Background: an optimization exercise with open tools, aiming at small area and a short achievable clock period. Do not read the settings as production practice. Function was checked by simulation only, so behaviour that the tests miss may differ from the original. Power is estimated from default activity; no workload was simulated.

## flow/design.v (module list and top-level ports; edited modules follow where they fit)
// module audio_ice40_fc_mac_array: 1135 lines
module audio_ice40_fc_mac_array #(
    parameter int DW         = 16,
    parameter int WW         = 16,
    parameter int AW         = 40,
    parameter int LANES      = 4,
    parameter int BIAS_DEPTH = 64,
    parameter int BIAS_SHIFT = 15
) (
    input  logic                          clk,
    input  logic                          reset,
    input  logic                          i_bias_we,
    input  logic [$clog2(BIAS_DEPTH)-1:0] i_bias_waddr,
    input  logic [LANES*16-1:0]           i_bias_wdata,
    input  logic [$clog2(BIAS_DEPTH)-1:0] i_bias_addr,
    input  logic                          i_init_bias,
    input  logic                          i_run,
    input  logic [DW-1:0]                 i_din,
    input  logic                          i_din_val,
    input  logic [LANES*WW-1:0]           i_weight,
    input  logic                          i_relu,
    input  logic [5:0]                    i_out_shift,
    input  logic                          i_shift,
    input  logic [15:0]                   i_cascade_in,
    output logic [15:0]                   o_cascade_out,
    output logic [LANES*16-1:0]           o_result,
    output logic                          o_done,
    output logic [LANES-1:0]              o_sat
);
  // ...
==> flow/run.sh <==
#!/bin/bash
# synth_recipe.tcl (not shown) runs the flow's synth.tcl, then flattens the netlist and writes it again
# the make line also repeats each setting of config.mk as NAME=value (left out here)
make -C /OpenROAD-flow-scripts/flow DESIGN_CONFIG=/design/flow/config.mk WORK_HOME=/design/flow/orfs CLKGATE_MAP_FILE= SYNTH_SCRIPT=/design/flow/synth_recipe.tcl finish
==> flow/config.mk <==
export PLATFORM = sky130hd
export DESIGN_NAME = audio_ice40_fc_mac_array
export DESIGN_NICKNAME = audio_ice40_fc_mac_array
export VERILOG_FILES = /design/flow/design.v
export SDC_FILE = /design/flow/constraint.sdc
export NUM_CORES = 4
export LEC_CHECK = 0
export ABC_CLOCK_PERIOD_IN_PS = 3500
export CAP_MARGIN = 20
export CORE_MARGIN = 2
export CORE_UTILIZATION = 40
export SETUP_SLACK_MARGIN = 4.0
export SLEW_MARGIN = 20
==> flow/constraint.sdc <==
create_clock -name core_clock -period 7.5 [get_ports {clk}]
set_input_delay 1.5000 -clock core_clock [delete_from_list [all_inputs] [get_ports {clk}]]
set_output_delay 1.5000 -clock core_clock [all_outputs]
set_load 0.01 [all_outputs]
==> summary.txt, run 1 <==
Seq group -> 32.6 mW
inverter count -> 479
top flop regs -> mem_q (4096), acc_q (160), pa_q (124)
CP bufs+invs -> 1
Final Util -> 0.470
max FFs per register -> 4096
Clk Tree Root Cell -> clkbuf_16
synthesis-stage register bit count -> 4785
R2R Setup Slk -> 3.78 ns
Synth Area in Simple Gates -> 0.0405
Largest delay share family, worst path -> compound AO/OA/AOI/OAI gates
Routed met2 length -> 394000 um
Max Freq -> 0.269 GHz
# H-tree levels -> 5
Initial Util -> 0.402
Final WS setup -> 3.78 ns
status -> no timing/DRC/antenna violations
mux contribution to synthesized area -> 0.00952
crit-path max FO -> 4
comb_multi_in -> 7185
Hold EP -> v1_q$_DFF_PP0_
Global Route met3 Usage -> 0.0917
first-pass GRT wire length -> 1190000 um
final setup fails -> 0
final critical-path required period -> 3.72 ns
==> inputs of run 2 (changes only) <==
--- a/flow/design.v
+++ b/flow/design.v
@@ -24,45 +24,52 @@
     output logic [15:0]                   o_cascade_out,
     output logic [LANES*16-1:0]           o_result,
     output logic                          o_done,
     output logic [LANES-1:0]              o_sat
 );
     logic [64*64-1:0]    mem_q;
     logic [63:0]         rsel;
     logic [63:0]         rdata;
-    logic [63:0]         bias_q;
     logic                init_q;
     logic [7:0]          bone_q, btwo_q, bneg_q;
     logic [63:0]         w_q;
     logic                v_q, v1_q;
     logic [39:0]         pa_d [4], pb_d [4];    
     logic [39:0]         pa_q [4], pb_q [4];
     logic [39:0]         cs_s [4], cs_c [4];
     logic [39:0]         acc_q [4];
     logic [2:0]          run_q;
     logic                done_q;
     logic                cap;
     logic [3:0][15:0]    res_q, res_d, chain_q;
     logic [3:0]          sat_q, sat_d;
     assign cap = run_q[2] & ~run_q[1];
+    logic                wr_q;
+    logic [5:0]          wa_q, ra_q;
+    logic [63:0]         wd_q;
+    always_ff @(posedge clk) begin
+        wr_q <= i_bias_we;
+        wa_q <= i_bias_waddr;
+        wd_q <= i_bias_wdata;
+        ra_q <= i_bias_addr;
+    end
     for (genvar k = 0; k < 64; k++) begin : g_mem
         always_ff @(posedge clk) begin
-            if (i_bias_we && i_bias_waddr == 6'(k)) mem_q[64*k +: 64] <= i_bias_wdata;
+            if (wr_q && wa_q == 6'(k)) mem_q[64*k +: 64] <= wd_q;
         end
     end
     always_comb begin
         rdata = '0;
         for (int k = 0; k < 64; k++) begin
-            rsel[k] = (i_bias_addr == 6'(k));
+            rsel[k] = (ra_q == 6'(k));
             rdata   = rdata | ({64{rsel[k]}} & mem_q[64*k +: 64]);
         end
     end
     always_ff @(posedge clk) begin
-        bias_q <= rdata;
         w_q    <= i_weight;
         for (int j = 0; j < 8; j++) begin
             logic b2, b1, b0;
             b2 = i_din[2*j+1];
             b1 = i_din[2*j];
             b0 = (j == 0) ? 1'b0 : i_din[2*j-1];
             bone_q[j] <= b1 ^ b0;
             btwo_q[j] <= (b2 & ~b1 & ~b0) | (~b2 & b1 & b0);
@@ -1050,31 +1057,53 @@
     assign pa_d[3] = ra3;
     assign pb_d[3] = rb3;
     always_comb begin
         for (int n = 0; n < 4; n++) begin
             cs_s[n] = acc_q[n] ^ pa_q[n] ^ pb_q[n];
             cs_c[n] = {(acc_q[n][38:0] & pa_q[n][38:0]) | (acc_q[n][38:0] & pb_q[n][38:0]) | (pa_q[n][38:0] & pb_q[n][38:0]), 1'b0};
         end
     end
+    logic [39:0] acc_sum [4];
+    always_comb begin
+        for (int n = 0; n < 4; n++) begin
+            logic [39:0] g [7];
+            logic [39:0] p [7];
+            g[0] = cs_s[n] & cs_c[n];
+            p[0] = cs_s[n] ^ cs_c[n];
+            for (int l = 0; l < 6; l++) begin
+                for (int i = 0; i < 40; i++) begin
+                    if (i >= (1 << l)) begin
+                        g[l+1][i] = g[l][i] | (p[l][i] & g[l][i - (1 << l)]);
+                        p[l+1][i] = p[l][i] & p[l][i - (1 << l)];
+                    end else begin
+                        g[l+1][i] = g[l][i];
+                        p[l+1][i] = p[l][i];
+                    end
+                end
+            end
+            acc_sum[n][0] = p[0][0];
+            for (int i = 1; i < 40; i++) acc_sum[n][i] = p[0][i] ^ g[6][i-1];
+        end
+    end
     always_ff @(posedge clk or posedge reset) begin
         if (reset) begin
             v_q    <= 1'b0;
             v1_q   <= 1'b0;
             init_q <= 1'b0;
             for (int n = 0; n < 4; n++) acc_q[n] <= '0;
         end else begin
             v_q    <= i_run & i_din_val;
             v1_q   <= v_q;
             init_q <= i_init_bias;
             for (int n = 0; n < 4; n++) begin
                 if (init_q)
-                    acc_q[n] <= {{9{bias_q[16*n+15]}}, bias_q[16*n +: 16], 15'd0};
+                    acc_q[n] <= {{9{rdata[16*n+15]}}, rdata[16*n +: 16], 15'd0};
                 else if (v1_q)
-                    acc_q[n] <= cs_s[n] + cs_c[n];
+                    acc_q[n] <= acc_sum[n];
             end
         end
     end
     logic [7:0]  shi, slo;
     logic [23:0] sth;
     always_comb begin
         for (int k = 0; k < 8; k++) begin
             shi[k] = (i_out_shift[5:3] == 3'(k));
==> flow/config.mk (replaced) <==
export PLATFORM = sky130hd
export DESIGN_NAME = audio_ice40_fc_mac_array
export DESIGN_NICKNAME = audio_ice40_fc_mac_array
export VERILOG_FILES = /design/flow/design.v
export SDC_FILE = /design/flow/constraint.sdc
export NUM_CORES = 4
export LEC_CHECK = 0
export CAP_MARGIN = 20
export CORE_MARGIN = 2
export CORE_UTILIZATION = 30
export CTS_CLUSTER_DIAMETER = 80
export CTS_CLUSTER_SIZE = 24
export SETUP_SLACK_MARGIN = 4.0
export SLEW_MARGIN = 20
==> summary.txt, run 2 <==
final setup TNS -> 0 ns (unchanged)
Async SR Flop Fraction -> 0.0623 (was 0.0625)
Worst Setup End Kind -> flop (unchanged)
DRC Markers -> 0 (unchanged)
Slowest cell on crit path -> nor4_4 (was dfrtp_1)
Slew headroom -> 0.128 (was 0.184)
cell taking the most area after synthesis -> edfxtp_1 (unchanged)
layout cells sized above 1 -> 0.181 (was 0.155)
Mapped Area -> 204000 um^2 (was 203000 um^2)
Clock Sinks -> 4798 (was 4785)
Largest Register -> mem_q (unchanged)
max FFs per register -> 4096 (unchanged)
RSZ-0062 raised after global routing -> yes (unchanged)
Mapped Nets -> 14600 (was 14300)
Total GRT Usage -> 0.271 (was 0.338)
top flop regs -> mem_q (4096), acc_q (160), pa_q (124) (unchanged)
Max Cap Viol -> 0 (unchanged)
Ys Warns -> 17 (was 8)
routability cong. -> 0.908 (was 0.938)
Leakage -> 80.4 nW (was 80.8 nW)
post-synth top area share -> 0.604 (was 0.606)
switching part of the total -> 0.391 (was 0.333)
most frequent cells in the layout -> edfxtp_1, a22oi_1, buf_4 (was edfxtp_1, a221oi_1, a22o_1)
final critical-path required period -> 3.91 ns (was 3.72 ns)
detailed router's first-iteration violation count -> 32100 (was 28500)
# H-tree levels -> 4 (was 5)
sequential-to-total area share from yosys stat -> 0.681 (about the same)
Slew Limit Fails -> 0 (unchanged)
Crit path top cell by count -> a21o_1 (was o211ai_1)
Clk network pwr share -> 0.188 (was 0.295)
Avg WL per Cell -> 41.4 um (was 42.3 um)
vias in the first global route -> 136000 (was 134000)
Die Width -> 828 um (was 716 um)
vias -> 153000 (was 145000)
Netlist cell types -> 95 (was 97)
I/O Buffers -> 270 (unchanged)
Post-synth EDFFs -> 4096 (unchanged)
clock transition at the registers of the reported paths -> 0.10 ns (was 0.06 ns)
initial antenna violation count -> 146 (was 99)
final worst-path cycle share -> 0.522 (was 0.496)
critical path class -> flop to flop (unchanged)
Hold Startpoint -> run_q[1]$_DFF_PP0_ (was v_q$_DFF_PP0_)
CTS Buffer Depth -> 4 (unchanged)
CP required -> 8.37 ns (was 8.40 ns)
CP arrival -> 4.78 ns (was 4.62 ns)
Slew @ Worst Pin -> 1.31 ns (was 1.22 ns)
Initial Util -> 0.301 (was 0.402)
Int Power -> 51.6 mW (was 53.3 mW)
Max Freq -> 0.256 GHz (was 0.269 GHz)
post-DP HPWL -> 507000 um (was 488000 um)
CTS tree -> done (unchanged)
Peak VDD IR -> 0.000709 V (was 0.000440 V)
top-count cell post-synth -> edfxtp_1 (unchanged)
CP bufs+invs -> 0 (was 1)
r2r startpoint -> pb_q[0][2]$_DFF_P_ (was acc_q[1][3]$_DFFE_PP0P_)
status -> no timing/DRC/antenna violations (unchanged)
top cells by area, synth -> edfxtp_1, a22oi_1, fa_1, dfxtp_1, dfrtp_1 (was edfxtp_1, fa_1, a221oi_1, a22o_1, dfxtp_1)
Synth Area per Inst -> 14.8 um^2 (was 15.1 um^2)
routed wire length -> 988000 um (was 895000 um)
drt via density -> 6.40 (was 6.85)
sw power -> 33.2 mW (was 26.6 mW)
Most used DFF post-synth -> edfxtp_1 (unchanged)
Largest delay share family, worst path -> compound AO/OA/AOI/OAI gates (unchanged)
Max Clock Skew -> 0.134 ns (was 0.122 ns)
Layout Nets -> 15400 (was 14900)
Power Total -> 84.7 mW (was 79.9 mW)
TritonCTS Buffers -> 245 (was 464)
Setup crit start kind -> flop (unchanged)
Die Y-Extent -> 828 um (was 716 um)
synthesis-stage register bit count -> 4798 (was 4785)
num rows -> 302 (was 261)
crit-path max FO -> 4 (unchanged)
latest clock arrival within the worst-skew pair -> 1.10 ns (about the same)
most common cell after layout, fill and taps aside -> edfxtp_1 (unchanged)
Hold Buf Count CTS -> 0 (unchanged)
Synth Instances -> 13700 (was 13400)
router iterations before antenna repair -> 9 (was 7)
final setup fails -> 0 (unchanged)
CP Launch Point -> pb_q[0][2]$_DFF_P_ (was acc_q[1][3]$_DFFE_PP0P_)
Routed Antenna Nets -> 0 (unchanged)
total die area -> 685000 um^2 (was 513000 um^2)
synth cell count leaders -> edfxtp_1, a22oi_1, clkbuf_1, a221oi_1, a22o_1 (was edfxtp_1, a221oi_1, a22o_1, clkbuf_1, a22oi_1)
total gr overflow -> 0 (unchanged)
CP cell instances -> fa_1, ha_1, a21o_1, a21o_1, a21o_1, o311a_4, o21ai_4, nand2b_4, a31oi_4, xor2_2, nor2_4, nor4_4, a21oi_1 (was fa_1, ha_1, o211ai_1, a2111o_1, a211oi_2, o211ai_1, a211o_2, o21ai_4, buf_4, nor2_2, xor2_1, a21oi_1)
Gate power share -> 0.428 (was 0.297)
first-pass GRT wire length -> 1270000 um (was 1190000 um)
final hold vios -> 0 (unchanged)
filler cell count -> 63800 (was 43300)
Area Overhead vs Synth -> 19.3% (was 17.0%)
core area -> 676000 um^2 (was 506000 um^2)
Clk Tree Root Cell -> clkbuf_16 (unchanged)
P per Cell Area -> 349 nW/um^2 (was 336 nW/um^2)
Max stage delay on crit path -> 0.69 ns (was 0.57 ns)
power share of the sequential group -> 0.384 (was 0.408)
largest net degree at the start of global routing -> 140 (was 149)
boundary pin count -> 271 (unchanged)
Hold Path Class -> flop to flop (unchanged)
==> run 2: power groups by stage <==
| stage | Clock, mW | Combinational [mW] | Sequential [mW] |
|---|---|---|---|
| 2_1_floorplan | 0 | 16.3 | 32.0 |
| 3_3_place_gp | 0 | 26.7 | 33.5 |
| 3_5_place_dp | 0 | 26.9 | 33.5 |
| 4_1_cts | 15.8 | 32.5 | 32.6 |
| 5_1_grt | 16.6 | 38.3 | 32.7 |
| 6_report | 15.9 | 36.3 | 32.6 |
==> run 2: per-layer routing <==
metal / track usage / vias up / routed length, um
met5: 0 / - / 1280
met4: 0.162 / 98 / 76700
met3: 0.105 / 3588 / 167000
met2: 0.397 / 15800 / 415000
met1: 0.340 / 77400 / 328000
li1: - / 55800 / -
==> run 2: final timing paths <==
path | to | slack, ns | cells after the start
max | acc_q[1][22]$_DFFE_PP0P_ | 3.59 | 13
min | run_q[2]$_DFF_PP0_ | 0.38 | 0
max reg2reg | acc_q[1][22]$_DFFE_PP0P_ | 3.59 | 13
min reg2reg | run_q[2]$_DFF_PP0_ | 0.38 | 0
max in group asynchronous | acc_q[0][20]$_DFFE_PP0P_ | 4.89 | 4
min in group asynchronous | res_q[31]$_DFFE_PP0P_ | 1.00 | 3
==> run 2: through the flow <==
stage / setup slack [ns] / hold slack, ns / area, um^2 / util / instances
after global routing: 3.52 / 0.385 / 243000 / 0.359 / 23800
after detailed placement: 1.64 / 0.335 / 220000 / 0.325 / 22500
after global placement: 1.60 / 0.346 / 220000 / 0.325 / 22500
after floorplan: 2.03 / 0.329 / 204000 / - / 13700
after CTS: 3.69 / 0.376 / 237000 / 0.351 / 23400
final: 3.59 / 0.377 / 243000 / 0.359 / 23900
==> run 2: cell families after synthesis <==
group / after synthesis / synth area share
adder cells (fa/ha/maj): 704 / 0.0601
flip-flops: 4798 / 0.681
buffers and inverters: 1455 / 0.0274
AO/OA/AOI/OAI: 4013 / 0.146
multiplexers: 215 / 0.0114
XOR/XNOR: 677 / 0.0291
AND/OR/NAND/NOR: 1872 / 0.0451
==> run 2: timing repair <==
item,in CTS,in global routing
setup buffers,440,263
resized for setup,1047,557
setup endpoints to repair,654,318
pin swaps,240,291
cloned,51,26
==> run 2: cell type report <==
cell class / instances / area (um^2) / share of cell area
inverter: 475 / 1800 / 0.00740
antenna: 149 / 373 / 0.00154
timing repair buffer: 1535 / 17400 / 0.0715
sequential: 4798 / 139000 / 0.573
clock inverter: 50 / 978 / 0.00403
multi-input combinational: 7485 / 65200 / 0.268
tap: 8968 / 11200 / 0.0462
clock buffer: 407 / 6820 / 0.0281

## afterwards: timing with drivers on the ports
In the flow no input, the clock included, has a driving cell. The finished layouts below were timed again as built, in two steps. Step 1, drivers: a clkbuf_16 drives clk and a buf_2 each remaining input, both assumed. Step 2 also shifts input and output timing later by t, the mid clock arrival at the registers, as if the neighbouring blocks saw the same clock. a / b / c = ideal / step 1 / step 2; a / b = the first two.
run	t (ns)	slack for setup (ns)	worst hold slack (ns)
run 1	1.182	3.779 / 3.779 / 2.802	0.349 / 0.349 / 0.349
run 2	1.163	3.589 / 3.589 / 2.730	0.377 / 0.377 / 0.377
After both steps every run listed still meets setup and hold. For run 1, which loses most, drivers alone change the setup slack by 0.000 ns; drivers and shift together by -0.977 ns.
